This design comes from an exercise in tuning for small area, a short achievable clock period and few clock cycles on the open sky130 flow, not from production work. No functional check of the RTL was part of any run shown here.

==> flow/design.v, too long to show whole: its modules and the start of the top module <==
// module dsp_27x27s_arbiter: 1938 lines
// module dsp_fa: 4 lines
// module dsp_ha: 4 lines
// module dsp_fa1: 4 lines
// module dsp_ha1: 4 lines
module dsp_27x27s_arbiter (
  input  logic         clk,
  input  logic         aclr_n,
  input  logic [3:0]   req_valid,
  output logic [3:0]   req_ready,
  input  logic [107:0] req_ax,
  input  logic [107:0] req_ay,
  output logic         res_valid,
  input  logic         res_ready,
  output logic [1:0]   res_id,
  output logic [53:0]  res_data
);
  // ...
==> flow/flow/run.sh <==
#!/bin/bash
# Standard layout, with buf_1 cells as the port buffers.
set -euo pipefail
export BUFFER_PORTS_ARGS="-buffer_cell sky130_fd_sc_hd__buf_1"
bash standard.sh finish > standard_flow.log 2>&1
==> flow/standard.sh <==
#!/bin/bash
# synth_recipe.tcl (not shown) runs the flow's synth.tcl, then flattens the netlist and writes it again
# the make line also repeats each setting of config.mk as NAME=value (left out here)
make -C /OpenROAD-flow-scripts/flow DESIGN_CONFIG=/design/flow/config.mk WORK_HOME=/design/flow/orfs CLKGATE_MAP_FILE= SYNTH_SCRIPT=/design/flow/synth_recipe.tcl "${@:-finish}"
==> flow/config.mk <==
export PLATFORM = sky130hd
export DESIGN_NAME = dsp_27x27s_arbiter
export DESIGN_NICKNAME = dsp_27x27s_arbiter
export VERILOG_FILES = /design/flow/design.v
export SDC_FILE = /design/flow/constraint.sdc
export NUM_CORES = 4
export LEC_CHECK = 0
export CAP_MARGIN = 20
export CORE_MARGIN = 2
export CORE_UTILIZATION = 45
export PLACE_DENSITY = 0.6
export SETUP_SLACK_MARGIN = 3.6
export SLEW_MARGIN = 20
export SYNTH_HIERARCHICAL = 1
==> flow/constraint.sdc <==
create_clock -name core_clock -period 7.3 [get_ports {clk}]
set_input_delay 1.4600 -clock core_clock [delete_from_list [all_inputs] [get_ports {clk}]]
set_output_delay 1.4600 -clock core_clock [all_outputs]
set_load 0.01 [all_outputs]
==> impl_metrics.ini, run 1 <==
[drt]
drc = 0
ant_nets = 0
vias_per_cell = 6.23
via_count = 21300
m1WireLength_um = 35000

[cells_and_area]
clk_share_pct = 3.18
seq_cell_count = 240
largest_cell_class = multi-input combinational cells
final_util_pct = 54.6
final_cells = 3411
multi_input_area_share_pct = 59.2
inverters = 55
antenna_cells = 2

[clock_tree]
cts_buffers = 30

[yosys]
synth_cell_types = 72
synth.top_cells.by_area = edfxtp_1, fa_1, xnor2_1
ys_warn_count = 7
synth.area.mux_share_pct = 0.0821
ys_ff_latch = 240

[grt]
antenna_found_initial = 6

[timing]
whs_ns = 0.421
slew_headroom_pct = 47.3
period_share_pct = 54.3

[place]
placedCellCount = 3244
finalWeightedCongestion = 0.922

[critical_path]
crit_path_end = s1_b[30]$_DFFE_PN_
critPathLaunchType = flip-flop
cp_max_fo = 7

[die]
start_util_pct = 45.8

[run_status]
status = timing/DRC/antenna clean
==> inputs of run 2 (changes only) <==
--- a/flow/design.v
+++ b/flow/design.v
@@ -5,52 +5,83 @@
   output logic [3:0]   req_ready,
   input  logic [107:0] req_ax,
   input  logic [107:0] req_ay,
   output logic         res_valid,
   input  logic         res_ready,
   output logic [1:0]   res_id,
   output logic [53:0]  res_data
 );
-  logic [1:0]  ptr_q;
-  logic        s0_v, s1_v, s2_v;
-  logic [1:0]  s0_id, s1_id, s2_id;
+  logic [1:0]  ptr_q;      
+  logic [3:0]  nxt_q;      
+  logic        s1_v, s2_v;
+  logic [1:0]  s1_id, s2_id;
   logic [26:0] s0_x;
   logic [13:0] s0_one, s0_two, s0_neg;
   logic [13:0] b_one, b_two, b_neg;
   logic [53:0] s1_a, s1_b, s2_p;
   logic [53:0] ra, rb;
+  logic        rc, s1_c;
   logic        en;
-  logic [3:0]  win;
-  logic [1:0]  win_id;
+  logic [3:0]  msk_q;      
+  logic [3:0]  msk_a, msk_b, msk_d;
+  logic [3:0]  gnt;
+  logic        any;
+  logic [1:0]  nxt_id;
+  logic [3:0]  win_a, win_b, nxt_d;
   logic [26:0] sel_x, sel_y;
   assign en = ~s2_v | res_ready;
+  assign gnt       = nxt_q & req_valid &
+                     {4{aclr_n & en & ~|(req_valid & msk_q)}};
+  assign req_ready = gnt;
+  assign any       = |gnt;
   always_comb begin
-    logic [1:0] di, dk;
+    nxt_id = 2'd0;
     for (int i = 0; i < 4; i++) begin
-      win[i] = req_valid[i];
-      di = 2'(i) - ptr_q;
-      for (int k = 0; k < 4; k++) begin
-        dk = 2'(k) - ptr_q;
-        if (dk < di && req_valid[k])
-          win[i] = 1'b0;
+      if (nxt_q[i]) nxt_id = 2'(i);
+    end
+  end
+  always_comb begin
+    logic [1:0] d;
+    logic       fa, fb;
+    win_a = '0;
+    win_b = '0;
+    msk_a = '0;
+    msk_b = '0;
+    fa = 1'b0;
+    fb = 1'b0;
+    for (int k = 0; k < 4; k++) begin
+      d = nxt_id + 2'd1 + 2'(k);
+      if (!fa && k < 3) begin
+        if (req_valid[d]) begin
+          win_a[d] = 1'b1;
+          fa = 1'b1;
+        end else begin
+          msk_a[d] = 1'b1;
+        end
+      end
+      d = ptr_q + 2'(k);
+      if (!fb) begin
+        if (req_valid[d]) begin
+          win_b[d] = 1'b1;
+          fb = 1'b1;
+        end else begin
+          msk_b[d] = 1'b1;
+        end
       end
     end
   end
-  assign req_ready = win & {4{aclr_n & en}};
+  assign nxt_d = any ? win_a : win_b;
+  assign msk_d = any ? msk_a : msk_b;
   always_comb begin
-    win_id = 2'd0;
-    sel_x  = '0;
-    sel_y  = '0;
+    sel_x = '0;
+    sel_y = '0;
     for (int i = 0; i < 4; i++) begin
-      if (win[i]) begin
-        win_id = 2'(i);
-      end
-      sel_x = sel_x | (req_ax[27*i +: 27] & {27{win[i]}});
-      sel_y = sel_y | (req_ay[27*i +: 27] & {27{win[i]}});
+      sel_x = sel_x | (req_ax[27*i +: 27] & {27{nxt_d[i]}});
+      sel_y = sel_y | (req_ay[27*i +: 27] & {27{nxt_d[i]}});
     end
   end
   always_comb begin
     logic y2, y1, y0;
     for (int j = 0; j < 14; j++) begin
       y2 = (2*j+1 < 27) ? sel_y[2*j+1] : sel_y[26];
       y1 = sel_y[2*j];
       y0 = (j > 0) ? sel_y[2*j-1] : 1'b0;
@@ -1896,45 +1927,67 @@
   logic m1442;
   dsp_fa u_1443 (.a(m390), .b(m1294), .c(m1292), .s(m1441), .co(m1442));
   logic m1444;
   logic m1445;
   dsp_fa u_1446 (.a(m1295), .b(m365), .c(m391), .s(m1444), .co(m1445));
   logic m1447;
   logic m1448;
   dsp_ha1 u_1449 (.a(m392), .s(m1447), .co(m1448));
-  assign ra = {m1448, m1447, m1444, m1441, m1438, m1435, m1432, m1429, m1424, m1421, m1418, m1415, m1414, m1409, m1406, m1403, m1400, m1397, m1394, m1393, m1390, m1385, m1384, m1379, m1376, m1373, m1370, m1367, m1364, m1361, m1358, m1355, m1352, m1349, m1346, m1343, m1340, m1337, m1334, m1331, m1328, m1325, m1322, m1319, m1316, m1313, m1310, m1307, m1304, m1301, m1298, m30, m2, s0_neg[0]};
-  assign rb = {m393, m1445, m1442, m1439, m1436, m1433, m1430, m1427, m1426, m1423, m1420, m1417, m1412, m1411, m1408, m1405, m1402, m1399, m1396, m1391, m1388, m1387, m1382, m1381, m1378, m1375, m1372, m1369, m1366, m1363, m1360, m1357, m1354, m1351, m1348, m1345, m1342, m1339, m1336, m1333, m1330, m1327, m1324, m1321, m1318, m1315, m1312, m1309, m1306, m1303, m1300, m1297, 1'b0, m1};
+  logic m1450;
+  logic m1451;
+  dsp_ha u_1452 (.a(s0_neg[0]), .b(m1), .s(m1450), .co(m1451));
+  logic m1453;
+  logic m1454;
+  dsp_ha u_1455 (.a(m2), .b(m1451), .s(m1453), .co(m1454));
+  logic m1456;
+  logic m1457;
+  dsp_fa u_1458 (.a(m30), .b(m1297), .c(m1454), .s(m1456), .co(m1457));
+  logic m1459;
+  logic m1460;
+  dsp_fa u_1461 (.a(m1298), .b(m1300), .c(m1457), .s(m1459), .co(m1460));
+  logic m1462;
+  logic m1463;
+  dsp_fa u_1464 (.a(m1301), .b(m1303), .c(m1460), .s(m1462), .co(m1463));
+  logic m1465;
+  logic m1466;
+  dsp_fa u_1467 (.a(m1304), .b(m1306), .c(m1463), .s(m1465), .co(m1466));
+  assign ra = {m1448, m1447, m1444, m1441, m1438, m1435, m1432, m1429, m1424, m1421, m1418, m1415, m1414, m1409, m1406, m1403, m1400, m1397, m1394, m1393, m1390, m1385, m1384, m1379, m1376, m1373, m1370, m1367, m1364, m1361, m1358, m1355, m1352, m1349, m1346, m1343, m1340, m1337, m1334, m1331, m1328, m1325, m1322, m1319, m1316, m1313, m1310, m1307, m1465, m1462, m1459, m1456, m1453, m1450};
+  assign rb = {m393, m1445, m1442, m1439, m1436, m1433, m1430, m1427, m1426, m1423, m1420, m1417, m1412, m1411, m1408, m1405, m1402, m1399, m1396, m1391, m1388, m1387, m1382, m1381, m1378, m1375, m1372, m1369, m1366, m1363, m1360, m1357, m1354, m1351, m1348, m1345, m1342, m1339, m1336, m1333, m1330, m1327, m1324, m1321, m1318, m1315, m1312, m1309, 1'b0, 1'b0, 1'b0, 1'b0, 1'b0, 1'b0};
+  assign rc = m1466;
   always_ff @(posedge clk or negedge aclr_n) begin
     if (!aclr_n) begin
       ptr_q <= 2'd0;
-      s0_v  <= 1'b0;
+      nxt_q <= 4'd0;
+      msk_q <= 4'd0;
       s1_v  <= 1'b0;
       s2_v  <= 1'b0;
     end else begin
+      nxt_q <= nxt_d;
+      msk_q <= msk_d;
+      if (any) ptr_q <= nxt_id + 2'd1;
       if (en) begin
-        s0_v <= |win;
-        s1_v <= s0_v;
+        s1_v <= any;
         s2_v <= s1_v;
-        if (|win) ptr_q <= win_id + 2'd1;
       end
     end
   end
   always_ff @(posedge clk) begin
+    s0_x   <= sel_x;
+    s0_one <= b_one;
+    s0_two <= b_two;
+    s0_neg <= b_neg;
     if (en) begin
-      s0_x   <= sel_x;
-      s0_one <= b_one;
-      s0_two <= b_two;
-      s0_neg <= b_neg;
-      s0_id  <= win_id;
-      s1_a   <= ra;
-      s1_b   <= rb;
-      s1_id  <= s0_id;
-      s2_p   <= s1_a + s1_b;
-      s2_id  <= s1_id;
+      s1_a  <= ra;
+      s1_b  <= rb;
+      s1_c  <= rc;
+      s1_id <= nxt_id;
+      s2_p[53:6] <= s1_a[53:6] + s1_b[53:6] + 54'(s1_c);
+      s2_p[5:0] <= s1_a[5:0];
+      s2_id <= s1_id;
     end
   end
   assign res_valid = s2_v;
   assign res_id    = s2_id;
   assign res_data  = s2_p;
 endmodule
 module dsp_fa (input logic a, b, c, output logic s, co);
   assign s  = a ^ b ^ c;
==> flow/config.mk (replaced) <==
export PLATFORM = sky130hd
export DESIGN_NAME = dsp_27x27s_arbiter
export DESIGN_NICKNAME = dsp_27x27s_arbiter
export VERILOG_FILES = /design/flow/design.v
export SDC_FILE = /design/flow/constraint.sdc
export NUM_CORES = 4
export LEC_CHECK = 0
export CAP_MARGIN = 20
export CORE_MARGIN = 2
export CORE_UTILIZATION = 45
export CTS_BUF_LIST = sky130_fd_sc_hd__clkbuf_4 sky130_fd_sc_hd__clkbuf_8
export PLACE_DENSITY = 0.6
export SETUP_SLACK_MARGIN = 3.6
export SLEW_MARGIN = 20
export SYNTH_HIERARCHICAL = 1
==> run 2 against run 1 <==
Effect of this change: still clean; via count up 1.7%; maximum frequency grew 3.9%; flip-flop and latch count increased by 1; final area up 1.3%; first-iteration DRC count is 17% higher; sequential share of layout area down 2.0 points; setup slack improved by 0.15 ns.
==> impl_metrics.ini, run 2 <==
[cells_and_area]
seqCellArea_um2 = 6640
layout-drive-gt1-share_pct = 18.7
n_fill_cell = 4939
final_cells = 3448
fin_nets = 3284
final_util_pct = 55.6
multi_input_area_um2 = 18600
final_common_cell = xnor2_1
mostFrequentLayoutCells = xnor2_1, a22oi_1, buf_1
area_delta_synth_final_pct = 22.0
reg_top3 = s1_a (54), s2_p (54), s1_b (48)

[timing]
fmax_mhz = 262
setup_tns_ns = 0
worst_slew_pin_slew_ns = 0.967
period_minus_slack_ns = 3.82
whs_ns = 0.420
period_share_pct = 52.3
rsz0062_at_grt = true
final-setup-viol-count = 0
slew_headroom_pct = 35.6
finClkSkew_ns = 0.0309
finalMaxSlewViolations = 0
hold_violations = 0

[clock_tree]
cts_root_buf = clkbuf_8
cts_max_level = 2
clk_latency_ns = 0.62
cts_buffers = 44
cts_tree = yes
clock_path_buffers = 3
clk_pin_slew_ns = 0.06
cts_sinks = 241

[yosys]
synth_edf_count = 161
ys_seq_area_share_pct = 25.3
synth.avg_cell_area_um2 = 10.8
synth.top_cells.by_area = fa_1, edfxtp_1, xnor2_1
syn_area_um2 = 25700
synthTopCellsByCount = xnor2_1, a22oi_1, fa_1
synth.most_common_cell = xnor2_1
synth-main-ff-cell = edfxtp_1
ys_warn_count = 7
synthXorXnorAreaFrac_pct = 15.2
synth_top_area_share_pct = 24.3
syn_nets = 3016
synthSimpleGateAreaFrac_pct = 4.46
async_reset_ff_share_pct = 4.98
synth.largest_area_cell = fa_1
synth_cell_types = 68
synth_compound_area_share_pct = 19.8
synth_top_family_by_area = adder cells
ys_ff_latch = 241
synth.area.mux_share_pct = 0.867
synth_fa_ha_area_share_pct = 29.2
syn-instance-count = 2380

[drt]
wl_per_cell_um = 27.2
ant_nets = 0
via_count = 21600
vias_per_cell = 6.27
drt-initial-drc-count = 2749
firstDrtPassIters = 9
finalWirelength_um = 93900
drc = 0

[place]
finalWeightedCongestion = 1.02
placedCellCount = 3236
portBuffers = 283
dp_hpwl_um = 58500

[critical_path]
cp.arrival_ns = 4.16
cp_max_fo = 14
crit_start = s0_x[17]$_DFF_P_
crit_path_end = s1_b[28]$_DFFE_PN_
cpMaxStageDelayCell = fa_2
rr_startpoint = s0_x[17]$_DFF_P_
reg2regPathDepth = 9
cp_common_cell = fa_2
cp_top_family = adder cells
path_class = flip-flop to flip-flop
crit_path_end_kind = flip-flop
worstPathRequired_ns = 7.64
critPathLaunchType = flip-flop
r2r_setup_slack_ns = 3.48
path_cells = buf_12, a22oi_2, xnor2_1, fa_2, fa_1, fa_2, fa_2, fa_2, fa_1
cp.depth = 9
cp_num_buf_inv = 1
slowest_delay_ns = 0.54
r2r-end = s1_b[28]$_DFFE_PN_

[run]
maxCapViolations = 0

[grt]
track_usage_pct = 29.9
grt_overflow = 0
grt_pass1_vias = 22000
grt_pass1_wl_um = 134000
grt_max_degree = 68
antenna_found_initial = 11

[die]
dieArea_um2 = 59000
start_util_pct = 45.5
rows = 87
fp.dieH_um = 243
io_pins = 284
die_x_um = 243
coreArea_um2 = 56400

[hold_path]
hold_path_class = flip-flop to flip-flop

[run_status]
status = timing/DRC/antenna clean
==> run 2: worst min-delay path by stage <==
| stage | slack (ns) | to | depth (start not counted) | startpoint |
|---|---|---|---|---|
| 2_1_floorplan | 0.40 | s2_id[0]$_DFFE_PN_ | 0 | s1_id[0]$_DFFE_PN_ |
| 3_3_place_gp | 0.40 | s2_id[1]$_DFFE_PN_ | 0 | s1_id[1]$_DFFE_PN_ |
| 3_5_place_dp | 0.41 | s2_id[1]$_DFFE_PN_ | 0 | s1_id[1]$_DFFE_PN_ |
| 4_1_cts | 0.42 | s2_id[1]$_DFFE_PN_ | 0 | s1_id[1]$_DFFE_PN_ |
| 5_1_grt | 0.43 | s2_id[1]$_DFFE_PN_ | 0 | s1_id[1]$_DFFE_PN_ |
| 6_report | 0.42 | s2_id[1]$_DFFE_PN_ | 0 | s1_id[1]$_DFFE_PN_ |
==> run 2: routing by layer <==
layer  up-vias  share of wire, %  global-route usage (%)
met4         2               5.3                    13.3
li1       9048                 -                       -
met5         -             0.014                       0
met3       350                12                    8.55
met2      1494                45                    47.5
met1     10700                37                    38.1
==> run 2: cells by family after synthesis <==
family	Yosys count
AO/OA/AOI/OAI	672
XOR/XNOR	445
adder cells (fa/ha/maj)	413
buffers and inverters	331
flip-flops	241
multiplexers	17
AND/OR/NAND/NOR	261
==> run 2: stage by stage <==
step	area [um2]	setup slack, ns
final	31300	3.48
after global routing	31300	3.41
after CTS	29700	3.49
after detailed placement	27300	1.88
after global placement	27300	2.03
after floorplan	26000	2.55
==> run 2: repair_timing <==
| item | in CTS | in global routing |
|---|---|---|
| gates cloned | 10 | 19 |
| hold buffers | 0 | 0 |
| resized for setup | 246 | 165 |
| setup endpoints to repair | 140 | 76 |
| setup buffers | 38 | 55 |
| pin swaps | 16 | 70 |
==> run 2: layout make-up <==
| cell class | count | share of cell area [%] |
|---|---|---|
| antenna | 9 | 0.0719 |
| clock buffer | 67 | 2.60 |
| clock inverter | 14 | 0.379 |
| inverter | 78 | 0.935 |
| multi-input combinational | 1811 | 59.4 |
| sequential | 241 | 21.2 |
| tap | 756 | 3.02 |
| timing repair buffer | 472 | 12.4 |
==> run 2: Yosys stat by module, one instance, submodules excluded <==
module / times used / area, um2 / flip-flops and latches
dsp_ha1: 5 / 11.3 / 0
dsp_fa: 310 / 20.0 / 0
dsp_fa1: 7 / 27.5 / 0
dsp_ha: 36 / 12.5 / 0
dsp_27x27s_arbiter: 1 / 18800 / 241

re-timing with driven ports:
In the flow no input, the clock included, has a driving cell. The finished layouts below were timed again as built, in two steps. Step 1, drivers: a clkbuf_16 drives clk and a buf_2 each remaining input, both assumed. Step 2 adds t to the input delays and takes it off the output delays; t is the mean of the earliest and latest rising clock arrival at the registers after step 1. Input paths then give back, and output paths get back, about the clock's delay inside the block. Slacks: ideal ports / drivers / drivers and shift; pairs: ideal ports / drivers.
run | t, ns | setup slack, ns | clock arrival spread, ns | worst slew at a driven data input, ns
run 1 | 0.646 | 3.334 / 3.334 / 3.334 | 0.025 / 0.026 | 0.10
run 2 | 0.663 | 3.484 / 3.456 / 2.949 | 0.031 / 0.031 | 0.11
After both steps setup and hold are still met in every run listed. The setup slack of run 2, which loses most, moves by -0.028 ns with the drivers and by -0.535 ns with both steps.
